What follows belongs to an exercise in optimizing a design on an open flow for small area, a short achievable clock period and few clock cycles per item; a production flow would make more cautious choices.
At most, simulation tests tie the RTL to the original design; equivalence was not proved.
The RTL of run 1 was laid out without a check of its function.
Power figures rest on the tool's default switching activity, not on a simulated workload.

[flow/run.sh]
#!/bin/bash
# The standard ORFS layout (the standard.sh), with two changes:
#  - plain buffers (buf_1, sized up later by repair) on the input and output
#    ports instead of the delay cell that buffer_ports picks by default;
#  - clock tree synthesis without dummy loads (same clustering and buffer
#    settings as config.mk).
# make's full output goes to flow_standard.log; ORFS keeps each step's log
# under orfs/logs/.
set -euo pipefail
export BUFFER_PORTS_ARGS="-buffer_cell sky130_fd_sc_hd__buf_1"
export CTS_ARGS="-sink_clustering_enable -repair_clock_nets -sink_clustering_size 30 -sink_clustering_max_diameter 80 -buf_list sky130_fd_sc_hd__clkbuf_16 -dont_use_dummy_load"
bash standard.sh finish > flow_standard.log 2>&1
[standard.sh]
#!/bin/bash
# synth_recipe.tcl (not shown) runs the flow's synth.tcl, then flattens the netlist and writes it again
# the make line also repeats each setting of config.mk as NAME=value (left out here)
make -C /OpenROAD-flow-scripts/flow DESIGN_CONFIG=/design/flow/config.mk WORK_HOME=/design/flow/orfs CLKGATE_MAP_FILE= SYNTH_SCRIPT=/design/flow/synth_recipe.tcl "${@:-finish}"
[config.mk]
export PLATFORM = sky130hd
export DESIGN_NAME = dns_query_echo_answer_builder_unit
export DESIGN_NICKNAME = dns_query_echo_answer_builder_unit
export VERILOG_FILES = /design/flow/design.v
export SDC_FILE = /design/flow/constraint.sdc
export NUM_CORES = 4
export LEC_CHECK = 0
export CAP_MARGIN = 20
export CORE_MARGIN = 2
export CORE_UTILIZATION = 60
export CTS_BUF_LIST = sky130_fd_sc_hd__clkbuf_16
export CTS_CLUSTER_DIAMETER = 80
export CTS_CLUSTER_SIZE = 30
export SETUP_SLACK_MARGIN = 4.0
export SLEW_MARGIN = 20
export TNS_END_PERCENT = 0
[constraint.sdc]
create_clock -name core_clock -period 6.0 [get_ports {clk}]
set_input_delay 1.2000 -clock core_clock [delete_from_list [all_inputs] [get_ports {clk}]]
set_output_delay 1.2000 -clock core_clock [all_outputs]
set_load 0.01 [all_outputs]
[design.v]
package dnsqeab_pkg;
  localparam int MaxQueryBytes = 512;
  localparam int CountWidth    = $clog2(MaxQueryBytes + 1);
  localparam logic [15:0] QtypeA    = 16'h0001;
  localparam logic [15:0] QtypeAaaa = 16'h001C;
  localparam logic [15:0] ResetReplyFlags = 16'h8180;
  localparam logic [31:0] ResetAnswerTtl  = 32'd30;
  localparam logic CfgReplyFlags = 1'b0;
  localparam logic CfgAnswerTtl  = 1'b1;
  localparam logic [2:0] PhHeader  = 3'd0;
  localparam logic [2:0] PhLen     = 3'd1;
  localparam logic [2:0] PhBody    = 3'd2;
  localparam logic [2:0] PhTypeHi  = 3'd3;
  localparam logic [2:0] PhTypeLo  = 3'd4;
  localparam logic [2:0] PhClassHi = 3'd5;
  localparam logic [2:0] PhClassLo = 3'd6;
  localparam logic [2:0] PhDrop    = 3'd7;
  localparam logic [4:0] RecFirst   = 5'd4;
  localparam logic [4:0] RecDlenLo  = 5'd15;
  localparam logic [4:0] RecV4Addr  = 5'd28;
endpackage
module dns_query_echo_answer_builder_unit (
  input  logic        clk,
  input  logic        rst,
  input  logic        cfg_write,
  input  logic        cfg_index,
  input  logic [31:0] cfg_data,
  input  logic        in_valid,
  output logic        in_stall,
  input  logic [7:0]  query_byte,
  input  logic        query_last,
  input  logic        client_is_v6,
  input  logic [63:0] client_addr_hi,
  input  logic [63:0] client_addr_lo,
  output logic        out_valid,
  input  logic        out_stall,
  output logic [7:0]  reply_byte,
  output logic        reply_last,
  output logic        reply_error
);
  logic [15:0] reply_flags;
  logic [31:0] answer_ttl;
  always_ff @(posedge clk) begin
    if (rst) begin
      reply_flags <= dnsqeab_pkg::ResetReplyFlags;
      answer_ttl  <= dnsqeab_pkg::ResetAnswerTtl;
    end else if (cfg_write) begin
      if (cfg_index == dnsqeab_pkg::CfgReplyFlags) reply_flags <= cfg_data[15:0];
      else                                         answer_ttl  <= cfg_data;
    end
  end
  logic [2:0]            phase;
  logic [2:0]            phase_next;
  logic [dnsqeab_pkg::CountWidth-1:0] count;       
  logic [7:0]            label_pos;   
  logic                  stall_q;
  logic                  skid_valid;
  logic                  accept;
  logic                  produce;
  logic                  err;
  logic                  has_rec;
  logic                  push;
  logic [7:0]            e_data;
  logic                  e_last;
  logic                  e_rec;
  logic [7:0]            hdr_const;
  logic                  hdr_over;
  logic                  at_class_lo;
  assign in_stall    = stall_q;
  assign accept      = in_valid && !stall_q;
  assign produce     = (phase != dnsqeab_pkg::PhDrop);
  assign push        = accept && produce;
  assign at_class_lo = (phase == dnsqeab_pkg::PhClassLo);
  assign err         = count[dnsqeab_pkg::CountWidth-1] || (query_last && !at_class_lo);
  logic [7:0]   qtype_hi, qtype_lo, class_hi;
  logic [63:0]  addr_hi, addr_lo;
  logic         cap_v6;
  logic         cap_a;      
  logic         cap_aaaa;   
  assign has_rec = !client_is_v6 || ({qtype_hi, qtype_lo} == dnsqeab_pkg::QtypeAaaa);
  assign hdr_over  = (phase == dnsqeab_pkg::PhHeader) && !count[3] && count[1];
  assign hdr_const = count[2] ? {7'd0, count[0]}
                              : (count[0] ? reply_flags[7:0] : reply_flags[15:8]);
  always_comb begin
    if (err)           e_data = 8'h00;
    else if (hdr_over) e_data = hdr_const;
    else               e_data = query_byte;
  end
  assign e_last = err || (at_class_lo && !has_rec);
  assign e_rec  = !err && at_class_lo && has_rec;
  always_ff @(posedge clk) begin
    if (phase == dnsqeab_pkg::PhTypeHi)  qtype_hi <= query_byte;
    if (phase == dnsqeab_pkg::PhTypeLo)  qtype_lo <= query_byte;
    if (phase == dnsqeab_pkg::PhClassHi) class_hi <= query_byte;
    if (at_class_lo) begin
      addr_hi <= client_addr_hi;
      addr_lo <= client_addr_lo;
      cap_v6   <= client_is_v6;
      cap_a    <= !client_is_v6 && ({qtype_hi, qtype_lo} == dnsqeab_pkg::QtypeA);
      cap_aaaa <= ({qtype_hi, qtype_lo} == dnsqeab_pkg::QtypeAaaa);
    end
  end
  always_comb begin
    phase_next = phase;
    if (accept) begin
      if (query_last) begin
        phase_next = dnsqeab_pkg::PhHeader;
      end else if (produce) begin
        if (err) begin
          phase_next = dnsqeab_pkg::PhDrop;
        end else begin
          case (phase)
            dnsqeab_pkg::PhHeader:  if (count[3:0] == 4'd11) phase_next = dnsqeab_pkg::PhLen;
            dnsqeab_pkg::PhLen:     phase_next = (query_byte == 8'h00) ? dnsqeab_pkg::PhTypeHi
                                                                       : dnsqeab_pkg::PhBody;
            dnsqeab_pkg::PhBody:    if (label_pos == 8'd1) phase_next = dnsqeab_pkg::PhLen;
            dnsqeab_pkg::PhTypeHi:  phase_next = dnsqeab_pkg::PhTypeLo;
            dnsqeab_pkg::PhTypeLo:  phase_next = dnsqeab_pkg::PhClassHi;
            dnsqeab_pkg::PhClassHi: phase_next = dnsqeab_pkg::PhClassLo;
            default:                phase_next = dnsqeab_pkg::PhDrop;
          endcase
        end
      end
    end
  end
  always_ff @(posedge clk) begin
    if (rst) begin
      phase <= dnsqeab_pkg::PhHeader;
      count <= '0;
    end else begin
      phase <= phase_next;
      if (accept) begin
        if (query_last)   count <= '0;
        else if (produce) count <= count + 1'b1;
      end
    end
  end
  logic       rec_active;
  logic       rec_active_next;
  logic       skid_valid_next;
  logic       stall_next;
  logic [7:0] skid_data;
  logic       skid_last, skid_err, skid_rec;
  logic       advance;
  logic       rec_start;
  logic [4:0] rec_pos;
  logic [7:0] rec_byte;
  logic       rec_end;
  logic [3:0] ai;
  logic [7:0] addr_byte;
  logic [127:0] addr_all;
  assign advance   = !out_valid || !out_stall;
  assign rec_pos   = label_pos[4:0];
  assign rec_start = advance && !rec_active && (skid_valid ? skid_rec : (push && e_rec));
  assign ai        = rec_pos[3:0];
  assign addr_all  = {addr_hi, addr_lo};
  always_comb begin
    addr_byte = addr_all[8*(15 - ai) +: 8];
    if (!cap_v6 && ai < 4'd12) addr_byte = (ai >= 4'd10) ? 8'hFF : 8'h00;
  end
  always_comb begin
    if (rec_pos[4]) begin
      rec_byte = addr_byte;
    end else begin
      case (rec_pos[3:0])
        4'd4:    rec_byte = 8'hC0;
        4'd5:    rec_byte = 8'h0C;
        4'd6:    rec_byte = qtype_hi;
        4'd7:    rec_byte = qtype_lo;
        4'd8:    rec_byte = class_hi;
        4'd9:    rec_byte = skid_data;
        4'd10:   rec_byte = answer_ttl[31:24];
        4'd11:   rec_byte = answer_ttl[23:16];
        4'd12:   rec_byte = answer_ttl[15:8];
        4'd13:   rec_byte = answer_ttl[7:0];
        4'd15:   rec_byte = cap_a ? 8'h04 : (cap_aaaa ? 8'h10 : 8'h00);
        default: rec_byte = 8'h00;
      endcase
    end
  end
  assign rec_end = (rec_pos == 5'd31) ||
                   ((rec_pos == dnsqeab_pkg::RecDlenLo) && !cap_a && !cap_aaaa);
  always_ff @(posedge clk) begin
    if (rec_start) begin
      label_pos <= {3'd0, dnsqeab_pkg::RecFirst};
    end else if (advance && rec_active) begin
      label_pos <= {3'd0, ((rec_pos == dnsqeab_pkg::RecDlenLo) && cap_a)
                          ? dnsqeab_pkg::RecV4Addr : rec_pos + 1'b1};
    end else if (accept && (phase == dnsqeab_pkg::PhLen)) begin
      label_pos <= query_byte;
    end else if (accept && (phase == dnsqeab_pkg::PhBody)) begin
      label_pos <= label_pos - 1'b1;
    end
  end
  always_ff @(posedge clk) begin
    if (!skid_valid && !rec_active) begin
      skid_data <= e_data;
      skid_last <= e_last;
      skid_err  <= err;
      skid_rec  <= e_rec;
    end
  end
  always_ff @(posedge clk) begin
    if (advance) begin
      if (rec_active) begin
        reply_byte  <= rec_byte;
        reply_last  <= rec_end;
        reply_error <= 1'b0;
      end else if (skid_valid) begin
        reply_byte  <= skid_data;
        reply_last  <= skid_last;
        reply_error <= skid_err;
      end else begin
        reply_byte  <= e_data;
        reply_last  <= e_last;
        reply_error <= err;
      end
    end
  end
  always_comb begin
    skid_valid_next = skid_valid;
    if (!skid_valid) skid_valid_next = push && (!advance || rec_active);
    else if (advance && !rec_active) skid_valid_next = 1'b0;
    rec_active_next = rec_active;
    if (advance) begin
      if (rec_start) rec_active_next = 1'b1;
      else if (rec_active && rec_end) rec_active_next = 1'b0;
    end
  end
  always_comb begin
    if (stall_q) begin
      if (skid_valid) stall_next = !advance || (skid_rec && produce);
      else            stall_next = !(advance && rec_end);
    end else if (in_valid) begin
      if (rec_active) stall_next = query_last && !(advance && rec_end);
      else            stall_next = produce && (!advance || (e_rec && query_last));
    end else begin
      stall_next = 1'b0;
    end
  end
  always_ff @(posedge clk) begin
    if (rst) begin
      out_valid  <= 1'b0;
      skid_valid <= 1'b0;
      rec_active <= 1'b0;
      stall_q    <= 1'b0;
    end else begin
      skid_valid <= skid_valid_next;
      rec_active <= rec_active_next;
      stall_q    <= stall_next;
      if (advance) out_valid <= rec_active || skid_valid || push;
    end
  end
endmodule
==> results of run 1 <==
[Yosys cell counts, drive strengths merged (3+ instances only)]
cell | n | share of area
nand2b | 6 | 0.0035
o31ai | 8 | 0.0055
nor4 | 5 | 0.0029
a22oi | 21 | 0.015
o32a | 6 | 0.0055
or3 | 9 | 0.0052
ha | 8 | 0.0092
a31oi | 7 | 0.0040
buf | 20 | 0.010
nand3 | 14 | 0.0065
inv | 14 | 0.0049
clkbuf | 36 | 0.013
xor2 | 4 | 0.0032
nor3 | 8 | 0.0042
mux2 | 12 | 0.012
a211oi | 6 | 0.0042
a222oi | 5 | 0.0046
nand2 | 139 | 0.048
xnor2 | 5 | 0.0040
o211ai | 5 | 0.0035
a21oi | 70 | 0.032
o211a | 3 | 0.0028
o21ai | 25 | 0.012
and3 | 7 | 0.0040
edfxtp | 176 | 0.49
and2 | 4 | 0.0023
nand4 | 9 | 0.0052
nor2 | 49 | 0.018
nand3b | 9 | 0.0062
nor2b | 7 | 0.0040
a221oi | 8 | 0.0065
dfxtp | 73 | 0.13
nor3b | 3 | 0.0025
mux2i | 18 | 0.017
mux4 | 31 | 0.067
[report_power, final]
group / internal (W) / switching (W) / total (W)
clock: 0.000391 / 0.000513 / 0.000904
combinational: 0.000340 / 0.000407 / 0.000747
sequential: 0.00188 / 0.0000500 / 0.00193
total: 0.00262 / 0.000970 / 0.00359
[cells by family (layout without fill, tap and decap cells)]
family | after synthesis | in the layout | share of synthesized area
xor gates and xnor gates | 9 | 9 | 0.00728
and+or+nand+nor | 277 | 279 | 0.121
buffers and inverters | 70 | 248 | 0.0276
muxes | 61 | 61 | 0.0957
adders and majority gates | 8 | 8 | 0.00924
AOI/OAI and AO/OA | 189 | 189 | 0.116
DFF | 249 | 249 | 0.623
[stage by stage]
| stage | util | setup slack [ns] |
|---|---|---|
| 6_report | 0.698 | 3.71 |
| 5_1_grt | 0.698 | 3.68 |
| 4_1_cts | 0.684 | 3.71 |
| 3_5_place_dp | 0.652 | 2.53 |
| 3_3_place_gp | 0.652 | 2.57 |
| 2_1_floorplan | - | 3.54 |
[repair_timing]
item / 4_1_cts / 5_1_grt
pin swaps: 5 / 5
endpoints found under the setup margin: 234 / 176
buffers inserted: 15 / 15
gates resized for setup: 30 / 27
gates cloned: 2 / 0
[sequential cells by signal, indices dropped and copies added (netlist names), 3 cells and up]
signal,cells
addr_lo,64
phase,3
reply_flags,16
qtype_lo,8
answer_ttl,32
skid_data,8
label_pos,8
count,10
reply_byte,8
addr_hi,64
qtype_hi,8
class_hi,8
[layout make-up]
cell class | instances | area (um^2)
inverter | 14 | 56.3
multi-input combinational | 546 | 4000
clock buffer | 13 | 325
timing repair buffer | 221 | 1020
sequential | 249 | 6770
tap | 229 | 287
fill | 1308 | 5390
[tightest hold or removal path, stage by stage, from the launching register on]
cell	delay, ns
dfxtp_1	0.32
nand2_1	0.05
a21oi_1	0.05
[per-layer routing]
metal  wire length [um]  vias to the layer above  global-route usage  share of wire
met5                  0                        -                   0              0
met4                774                        0              0.0730          0.027
met3               3030                       55              0.0714           0.11
met2              13500                      436               0.477           0.47
met1              11200                     3903               0.401           0.39
li1                   -                     3631                   -              -
[final timing paths]
path / depth (start not counted) / end / start
max reg2reg: 6 / reply_byte[4] / label_pos[1]
max: 1 / reply_byte[1] / reply_byte[1]
min: 2 / reply_flags[12] / reply_flags[12]
min reg2reg: 2 / reply_flags[12] / reply_flags[12]
==> reports/metrics.yaml, run 1 <==
finalMaxSlewViolations: 0
cp_cell_sequence: "buf_6"
overflow: 0
synth-edff-count: 176
drt_iter0_markers: 784
grt_pass1_wl_mm: 43.6
wl_per_cell_um: 22.4
critPathBufInv: 1
max_stage_delay_ns: 0.44
dieWidth_um: 138
place.gp.congestion: 0.933
synth_cell_types: 76
antenna_cells: 0
synthArstFlopShare: 0
final_hold_viol_count: 0
endpoint_kind: "output pin"
numCtsBuffers: 13
worst_pin_slew_ns: 1.05
nets: 1229
first_global_vias: 7820
vias: 8025
place_inst: 1227
dr.pass1.iters: 5
cts_tree: "yes"
timing.fmax_mhz: 437
path_delay_family: "flip-flops"
final_common_cell: "buf_1"
ys_seq_area_frac: 0.623
whs_ns: 0.468
rsz0062_at_grt: "yes"
crit_slowest_cell: "edfxtp_1"
cts_hold_buf: 0
ys.warnings.count: 1
core_um2: 17800
vdd_drop_max_mv: 0.357
skew_ns: 0.0403
htreeDepth: 1
cellPowerDensity_nw_per_um2: 288
ys.flop_type: "edfxtp_1"
area_delta_synth_final_pct: 15.0
worstHoldPathType: "reg -> reg"
path_clk_slew_ns: 0.11
port-buffer-count: 187
hpwlAfterDp_mm: 19.4
crit_type: "reg -> out"
io_pins: 188
finalSetupTns_ns: 0
clock_path_buffers: 3
clock-sinks: 249
ant_nets: 0
synthCells: 863
routed_via_density: 6.31
drive_gt1_frac: 0.129
synth_nets: 1047
remaining_drc_errors: 0
maxSlewHeadroom: 0.295
p_leak_nw: 4.01
cts_root_buf: "clkbuf_16"
status: "complete, no violations"
drv_cap: 0
yosys_register_bits: 249
antenna_found_initial: 0
grt_max_degree: 82
clk_latency_ns: 0.49
finalCritPeriodShare: 0.381
dpl_cell_area_um2: 11600
die_h_um: 138
syn_area_um2: 10800
setup_viol: 0
rrSetupSlack_ns: 3.77
cp-start-kind: "register"
num_rows: 49
wl_mm: 28.5
power.total_w: 0.00359
critPathArrivalTime_ns: 1.09
initial_core_util: 0.607
syn_avg_cell_area_um2: 12.5
fin_area_um2: 12500
most-common-layout-cells: "buf_1 (183), edfxtp_1 (176), nand2_1 (138)"
die_area_um2: 19100
fin_cells: 1272
worstPathRequired_ns: 4.80
cp_max_fo: 1
track_usage: 0.292
period_minus_slack_ns: 2.29
==> inputs of run 2 (changes only) <==
--- a/design.v
+++ b/design.v
@@ -77,5 +77,6 @@
   logic         cap_v6;
-  logic         cap_a;      
-  logic         cap_aaaa;   
-  assign has_rec = !client_is_v6 || ({qtype_hi, qtype_lo} == dnsqeab_pkg::QtypeAaaa);
+  logic         is_aaaa, is_a;
+  assign is_aaaa = ({qtype_hi, qtype_lo} == dnsqeab_pkg::QtypeAaaa);
+  assign is_a    = ({qtype_hi, qtype_lo} == dnsqeab_pkg::QtypeA);
+  assign has_rec = !client_is_v6 || is_aaaa;
   assign hdr_over  = (phase == dnsqeab_pkg::PhHeader) && !count[3] && count[1];
@@ -97,5 +98,3 @@
       addr_lo <= client_addr_lo;
-      cap_v6   <= client_is_v6;
-      cap_a    <= !client_is_v6 && ({qtype_hi, qtype_lo} == dnsqeab_pkg::QtypeA);
-      cap_aaaa <= ({qtype_hi, qtype_lo} == dnsqeab_pkg::QtypeAaaa);
+      cap_v6  <= client_is_v6;
     end
@@ -140,3 +139,2 @@
   logic       skid_valid_next;
-  logic       stall_next;
   logic [7:0] skid_data;
@@ -175,3 +173,3 @@
         4'd13:   rec_byte = answer_ttl[7:0];
-        4'd15:   rec_byte = cap_a ? 8'h04 : (cap_aaaa ? 8'h10 : 8'h00);
+        4'd15:   rec_byte = (is_a && !cap_v6) ? 8'h04 : (is_aaaa ? 8'h10 : 8'h00);
         default: rec_byte = 8'h00;
@@ -181,3 +179,3 @@
   assign rec_end = (rec_pos == 5'd31) ||
-                   ((rec_pos == dnsqeab_pkg::RecDlenLo) && !cap_a && !cap_aaaa);
+                   ((rec_pos == dnsqeab_pkg::RecDlenLo) && !(is_a && !cap_v6) && !is_aaaa);
   always_ff @(posedge clk) begin
@@ -186,3 +184,3 @@
     end else if (advance && rec_active) begin
-      label_pos <= {3'd0, ((rec_pos == dnsqeab_pkg::RecDlenLo) && cap_a)
+      label_pos <= {3'd0, ((rec_pos == dnsqeab_pkg::RecDlenLo) && is_a && !cap_v6)
                           ? dnsqeab_pkg::RecV4Addr : rec_pos + 1'b1};
@@ -229,13 +227,2 @@
   end
-  always_comb begin
-    if (stall_q) begin
-      if (skid_valid) stall_next = !advance || (skid_rec && produce);
-      else            stall_next = !(advance && rec_end);
-    end else if (in_valid) begin
-      if (rec_active) stall_next = query_last && !(advance && rec_end);
-      else            stall_next = produce && (!advance || (e_rec && query_last));
-    end else begin
-      stall_next = 1'b0;
-    end
-  end
   always_ff @(posedge clk) begin
@@ -249,3 +236,3 @@
       rec_active <= rec_active_next;
-      stall_q    <= stall_next;
+      stall_q    <= skid_valid_next || (rec_active_next && (phase_next != dnsqeab_pkg::PhDrop));
       if (advance) out_valid <= rec_active || skid_valid || push;
--- a/flow/run.sh
+++ b/flow/run.sh
@@ -10,3 +10,3 @@
 export BUFFER_PORTS_ARGS="-buffer_cell sky130_fd_sc_hd__buf_1"
-export CTS_ARGS="-sink_clustering_enable -repair_clock_nets -sink_clustering_size 30 -sink_clustering_max_diameter 80 -buf_list sky130_fd_sc_hd__clkbuf_16 -dont_use_dummy_load"
+export CTS_ARGS="-sink_clustering_enable -repair_clock_nets -sink_clustering_size 20 -sink_clustering_max_diameter 60 -buf_list sky130_fd_sc_hd__clkbuf_8 -dont_use_dummy_load"
 bash standard.sh finish > flow_standard.log 2>&1
--- a/config.mk
+++ b/config.mk
@@ -10,5 +10,5 @@
 export CORE_UTILIZATION = 60
-export CTS_BUF_LIST = sky130_fd_sc_hd__clkbuf_16
-export CTS_CLUSTER_DIAMETER = 80
-export CTS_CLUSTER_SIZE = 30
+export CTS_BUF_LIST = sky130_fd_sc_hd__clkbuf_8
+export CTS_CLUSTER_DIAMETER = 60
+export CTS_CLUSTER_SIZE = 20
 export SETUP_SLACK_MARGIN = 4.0
==> run 2 against run 1 <==
Net effect: still clean on timing, DRC and antenna; die area down 1.3%; worst hold slack barely moved; synthesized area decreased by 1.3%; clock skew up 0.0053 ns; final cell count is 1.4% lower; via count grew 0.14%; setup slack got worse by 0.031 ns; critical path depth unchanged; first-iteration DRC count is 11% higher; largest power group unchanged.
==> reports/metrics.yaml, run 2 <==
synthCells: 869
dpl_cell_area_um2: 11500
path_clk_slew_ns: 0.12
path_delay_family: "flip-flops"
cp-start-kind: "register"
crit_type: "reg -> out"
final_common_cell: "buf_1"
synth_cell_types: 66
yosys_register_bits: 247
critPathArrivalTime_ns: 1.12
ant_nets: 0
track_usage: 0.281
critPathBufInv: 1
num_rows: 48
syn_area_um2: 10700
skew_ns: 0.0456
period_minus_slack_ns: 2.32
vdd_drop_max_mv: 0.244
ys_seq_area_frac: 0.626
use_met3: 0.0375
fin_area_um2: 12000
yosys-top-cells-count: "edfxtp_1 (174), nand2_1 (137), a21oi_1 (76), dfxtp_1 (73), clkbuf_1 (41)"
finalCritPeriodShare: 0.387
cp_max_fo: 1
rsz0062_at_grt: "yes"
worstPathRequired_ns: 4.80
io_pins: 188
remaining_drc_errors: 0
crit_slowest_cell: "edfxtp_1"
antenna_cells: 0
routed_via_density: 6.41
core_um2: 17400
ys_top_cells_by_area: "edfxtp_1 (49%), dfxtp_1 (14%), mux4_2 (6.1%), nand2_1 (4.8%), a21oi_1 (3.6%)"
yosysMostFrequentCell: "edfxtp_1"
first_global_vias: 7461
worst_pin_slew_ns: 1.04
place_inst: 1227
cts_tree: "yes"
nets: 1214
cts_root_buf: "clkbuf_8"
hpwlAfterDp_mm: 19.4
ys.flop_type: "edfxtp_1"
wl_per_cell_um: 21.8
place.gp.congestion: 0.935
initial_core_util: 0.616
die_h_um: 137
drt_iter0_markers: 870
final_hold_viol_count: 0
syn_avg_cell_area_um2: 12.3
ys.warnings.count: 1
worstHoldPathType: "reg -> reg"
grt_max_degree: 85
antenna_found_initial: 0
p_leak_nw: 3.82
finalMaxSlewViolations: 0
synthArstFlopShare: 0
htreeDepth: 1
drive_gt1_frac: 0.101
cellPowerDensity_nw_per_um2: 320
finalSetupTns_ns: 0
wl_mm: 27.4
dieWidth_um: 137
fin_cells: 1254
setup_viol: 0
status: "complete, no violations"
area_delta_synth_final_pct: 11.9
synth_top_cell_by_area: "edfxtp_1"
numCtsBuffers: 17
synth_top_area_frac: 0.489
clock_path_buffers: 3
overflow: 0
timing.fmax_mhz: 431
die_area_um2: 18900
endpoint_kind: "output pin"
clock-sinks: 247
grt-busiest-layer: "met2"
dr.pass1.iters: 8
synth_nets: 1052
most-common-layout-cells: "buf_1 (184), edfxtp_1 (174), nand2_1 (137)"
port-buffer-count: 187
vias: 8036
maxSlewHeadroom: 0.307
max_stage_delay_ns: 0.45
synth-edff-count: 174
top_regs: "addr_hi x64, addr_lo x64, answer_ttl x32"
use_met2: 0.448
drv_cap: 0
clk_latency_ns: 0.53
use_met1: 0.400
grt_pass1_wl_mm: 39.8
cp_cell_sequence: "buf_6"
[run 2: per-layer routing]
metal / wire length, um / vias to the layer above
met5: 0 / -
li1: - / 3602
met1: 11000 / 3895
met2: 13000 / 472
met4: 892 / 0
met3: 2520 / 67
[run 2: worst paths after layout]
kind,start,slack (ns),end,depth (start not counted)
worst max-delay path,reply_byte[6],3.68,reply_byte[6],1
worst min-delay path,reply_flags[0],0.47,reply_flags[0],2
worst max register to register,phase[1],3.74,reply_byte[6],5
worst min register to register,reply_flags[0],0.47,reply_flags[0],2
[run 2: timing repair]
action,4_1_cts,5_1_grt
gates cloned,1,1
endpoints found under the setup margin,155,194
setup buffers,3,5
hold buffers,0,0
resized for setup,23,19
pin swaps,2,2
[run 2: final cells by class]
cell class | instances | area, um^2
clock buffers | 17 | 234
repair buffers | 202 | 881
fillers | 1271 | 5400
multi-input cells | 552 | 3830
well taps | 225 | 282
flip-flops and latches | 247 | 6700
inverters | 11 | 42.5
[run 2: kinds of logic (layout without fill, tap and decap cells)]
logic type               after synthesis  count (layout)  synth area share
multiplexers                          54              54            0.0851
AND/OR/NAND/NOR                      277             278             0.121
adder cells (fa/ha/maj)                7               7           0.00820
flip-flops                           247             247             0.626
buffers and inverters                 71             230            0.0286
XOR/XNOR                               6               6           0.00492
AO/OA/AOI/OAI                        207             207             0.126
[run 2: where the power goes]
part	total, W	switching [W]	internal, W
registers	0.00194	0.0000590	0.00188
clock network	0.000755	0.000497	0.000258
logic	0.00114	0.000643	0.000499
[run 2: per-stage QoR]
step	power (W)	hold WS [ns]	util	worst slack (ns)
3_5_place_dp	0.00296	0.449	0.661	2.76
5_1_grt	0.00399	0.495	0.689	3.64
4_1_cts	0.00377	0.465	0.681	3.66
3_3_place_gp	0.00296	0.446	0.661	2.82
2_1_floorplan	0.00269	0.433	-	3.40
6_report	0.00383	0.467	0.689	3.68
Testbench counts of run 2, summed over its fixed seeds: cycles 28,244, queries 512.

re-timing with driven ports:
How much do the figures lean on ideal ports? The routed layouts below were timed once more, with nothing changed but the port constraints.
Step 1, drivers: a clkbuf_16 drives clk and a buf_2 each remaining input, both assumed.
Step 2 also shifts input and output timing later by t, the mid clock arrival at the registers, as if the neighbouring blocks saw the same clock.
Three values: no drivers, after step 1, after step 2; two values: the first two.
run	shift t [ns]	setup WS [ns]	worst hold slack (ns)	worst register clock-pin slew, ns	worst data-port slew with drivers (ns)
run 1	0.520	3.711 / 3.666 / 3.271	0.468 / 0.468 / 0.468	0.11 / 0.11	0.04
run 2	0.553	3.681 / 3.640 / 3.196	0.467 / 0.467 / 0.467	0.12 / 0.12	0.06
After both steps every run listed still meets setup and hold. The setup slack of run 2, which loses most, moves by -0.041 ns with the drivers and by -0.485 ns with both steps.
